From an optimization exercise on the open Yosys and OpenROAD flow, aimed at small area, a short achievable clock period and few clock cycles; shortcuts taken in it are not production practice. Function was checked by simulation only, so behaviour that the tests miss may differ from the original.

== fjord ==
// stroke_dab_interpolator_top
module stroke_dab_interpolator_top
#(
  parameter int MAX_DABS = 16
) (
  input  logic                     clk_i,
  input  logic                     rst_ni,
  input  logic                     psel,
  input  logic                     penable,
  input  logic                     pwrite,
  input  logic [ADDR_W-1:0]        paddr,
  input  logic [DATA_W-1:0]        pwdata,
  output logic [DATA_W-1:0]        prdata,
  output logic                     pready,
  input  logic                     in_valid_i,
  output logic                     in_ready_o,
  input  logic                     has_previous_i,
  input  logic signed [POS_W-1:0]  start_x_i,
  input  logic signed [POS_W-1:0]  start_y_i,
  input  logic [PRS_W-1:0]         start_pressure_i,
  input  logic signed [POS_W-1:0]  end_x_i,
  input  logic signed [POS_W-1:0]  end_y_i,
  input  logic [PRS_W-1:0]         end_pressure_i,
  output logic                     out_valid_o,
  input  logic                     out_ready_i,
  output logic signed [POS_W-1:0]  dab_x_o,
  output logic signed [POS_W-1:0]  dab_y_o,
  output logic [PRS_W-1:0]         dab_pressure_o,
  output logic [SIZE_W-1:0]        dab_radius_o,
  output logic                     last_o
);
  localparam logic [3:0] ST_IDLE = 4'd0;
  localparam logic [3:0] ST_S1   = 4'd1;
  localparam logic [3:0] ST_S2   = 4'd2;
  localparam logic [3:0] ST_S3   = 4'd3;
  localparam logic [3:0] ST_DONE = 4'd4;
  localparam logic [3:0] ST_SR   = 4'd5;
  localparam logic [3:0] ST_SC   = 4'd6;
  ...
Settings: LEC_CHECK=0, ABC_AREA=1, CAP_MARGIN=5, CORE_MARGIN=2, CORE_UTILIZATION=40, CTS_CLUSTER_DIAMETER=150, CTS_CLUSTER_SIZE=20, PLACE_DENSITY=0.8, SLEW_MARGIN=5; clock period 15.0 ns.
standard.sh (not shown) runs the stock make flow with config.mk's settings and CLKGATE_MAP_FILE= SYNTH_SCRIPT=/design/flow/synth_recipe.tcl, a recipe that flattens the netlist after the stock synthesis.
==> flow/flow/run.sh <==
#!/bin/bash
# Standard layout (the standard.sh: the standard synthesis and ORFS flow, unchanged),
# with repair_timing asked for setup slack margin against the design's clock so that the
# resizer keeps working on the critical paths, and the port buffers (every input and
# output port still gets one) made of buf_1 cells. Make's output goes to standard.log.
set -euo pipefail
bash standard.sh SETUP_SLACK_MARGIN=8.6 TNS_END_PERCENT=100 \
  "BUFFER_PORTS_ARGS=-buffer_cell sky130_fd_sc_hd__buf_1" finish > standard.log 2>&1
fjord: flow completed, timing, DRC and antenna clean
Testbench counts of fjord, summed over its fixed seeds: cycles 5,173.
Inputs modified between fjord and quartz:
Settings: CORE_UTILIZATION changed from 40 to 50; CAP_MARGIN changed from 5 to 20; SLEW_MARGIN changed from 5 to 20.
==> comparison <==
Global-route usage was higher in quartz than in fjord. On hold slack, fjord and quartz are basically level. Summary: with fjord as the reference, number of gates given a new drive strength after cts in quartz moved down by more than 10%. In the reports for fjord and quartz, the larger layout-stage area growth over the synthesis result belongs to fjord. Compared quartz against fjord; via count within noise. Effective utilization at floorplan: quartz vs fjord up 10 points. quartz vs fjord: y dimension of the die down by more than 10%.
diff inputs: quartz => juniper
Settings: CTS_CLUSTER_DIAMETER: 150 -> unset; CTS_CLUSTER_SIZE: 20 -> unset; CORE_UTILIZATION: 50 -> 40.
==> flow/flow/run.sh <==
#!/bin/bash
# Standard layout (the standard.sh: the standard synthesis and ORFS flow, unchanged),
# with repair_timing asked for setup slack margin against the design's clock so that the
# resizer keeps working on the critical paths. Make's output goes to standard.log.
set -euo pipefail
bash standard.sh SETUP_SLACK_MARGIN=8.6 TNS_END_PERCENT=100 finish > standard.log 2>&1
--- outcome ---
- | final clock skew | juniper vs quartz | better |
- [compare] base=quartz new=juniper: total wire length picked up an extra about 3%; largest net degree at the start of global routing lost 3; non-clock buffer count lost 8; maximum frequency picked up an extra 0.0011 GHz; wire length on met1 picked up an extra about 1.8%.
- Looking at number of filler instances in the final layout, juniper sits about 30% above quartz.
- juniper was carried through to the last stage, and its layout satisfied the timing, DRC and antenna checks.
- Re area of the die: quartz and juniper aren't equal, and the lower value belongs to quartz.
### juniper -> willow
Settings: removing PLACE_DENSITY (formerly 0.8).
diff --git a/flow/flow/run.sh b/flow/flow/run.sh
--- a/flow/flow/run.sh
+++ b/flow/flow/run.sh
@@ -6 +6 @@
-bash standard.sh SETUP_SLACK_MARGIN=8.6 TNS_END_PERCENT=100 finish > standard.log 2>&1
+bash standard.sh SETUP_SLACK_MARGIN=8.45 TNS_END_PERCENT=100 finish > standard.log 2>&1
==> notes.md <==
Result: PASS for each of juniper and willow. Re final non-filler cell area: juniper was lower than willow. Diff juniper -> willow | routed wire length per instance | up by a few percent. Re routed via count divided by cell count: willow is 3.8% down on juniper. willow against juniper: count of TritonRoute iterations in the first routing pass climbed 2; detailed-routed wire length on met3 dropped 21%; CTS buffer count climbed 1.
The inputs of harbor differ from those of willow as listed below.
diff --git a/flow/flow/run.sh b/flow/flow/run.sh
--- a/flow/flow/run.sh
+++ b/flow/flow/run.sh
@@ -6 +6 @@
-bash standard.sh SETUP_SLACK_MARGIN=8.45 TNS_END_PERCENT=100 finish > standard.log 2>&1
+bash standard.sh SETUP_SLACK_MARGIN=8.6 TNS_END_PERCENT=100 finish > standard.log 2>&1
--- outcome ---
- willow and harbor ended up with roughly the same global-route usage.
- Minimum clock period after layout delta for harbor relative to willow: 0.057 ns lower
- harbor vs willow, non-clock buffer share of cell area went up by 0.62 points.
- Last weighted congestion value of the routability-driven placer in harbor vs willow: down 0.0067
- Looking at hold slack, harbor sits 0.0043 ns higher than willow does.
- Detailed placement HPWL on harbor is behind willow.
[inputs] tundra vs harbor
Settings: CTS_CLUSTER_DIAMETER newly set to 150; PLACE_DENSITY newly set to 0.8; CTS_CLUSTER_SIZE newly set to 20.
Findings:
- On relative max-transition margin, tundra does worse than harbor.
- Wire length: tundra vs harbor down about 4.3%
- Across both runs, detailed route wirelength on metal2 was lower for tundra than for harbor.
- Cell count: tundra lower than harbor
- Going from harbor to tundra, fmax stayed essentially flat, total routing resource utilization after global routing fell by 1.3 points.
- met2 usage in global routing ends up lower on tundra.

-- afterwards: timing with drivers on the ports --
In the flow no input, the clock included, has a driving cell. The finished layouts below were timed again as built, in two steps.
Step 1 assumes that a clkbuf_16 drives the clock port and a buf_2 every other input.
Step 2 moves the port delays by t, midway between the first and last clock arrival at a register: inputs arrive t later, outputs are due t later. That takes back most of the time a late clock gives input paths.
Slacks: no drivers / after step 1 / after step 2; pairs: no drivers / after step 1.
run | t (ns) | setup slack, ns | latest minus earliest clock arrival (ns) | worst register clock-pin slew, ns
fjord | 0.679 | 8.497 / 8.447 / 8.406 | 0.052 / 0.052 | 0.11 / 0.11
quartz | 0.669 | 8.506 / 8.454 / 8.378 | 0.037 / 0.038 | 0.10 / 0.10
juniper | 0.699 | 8.551 / 8.511 / 8.272 | 0.031 / 0.032 | 0.07 / 0.07
willow | 0.688 | 8.478 / 8.448 / 8.224 | 0.027 / 0.027 | 0.07 / 0.07
harbor | 0.697 | 8.535 / 8.483 / 8.241 | 0.031 / 0.030 | 0.07 / 0.07
tundra | 0.685 | 8.551 / 8.511 / 8.246 | 0.040 / 0.040 | 0.11 / 0.11
After both steps every run listed still meets setup and hold. For tundra, which loses most, drivers alone change the setup slack by -0.040 ns; drivers and shift together by -0.305 ns.
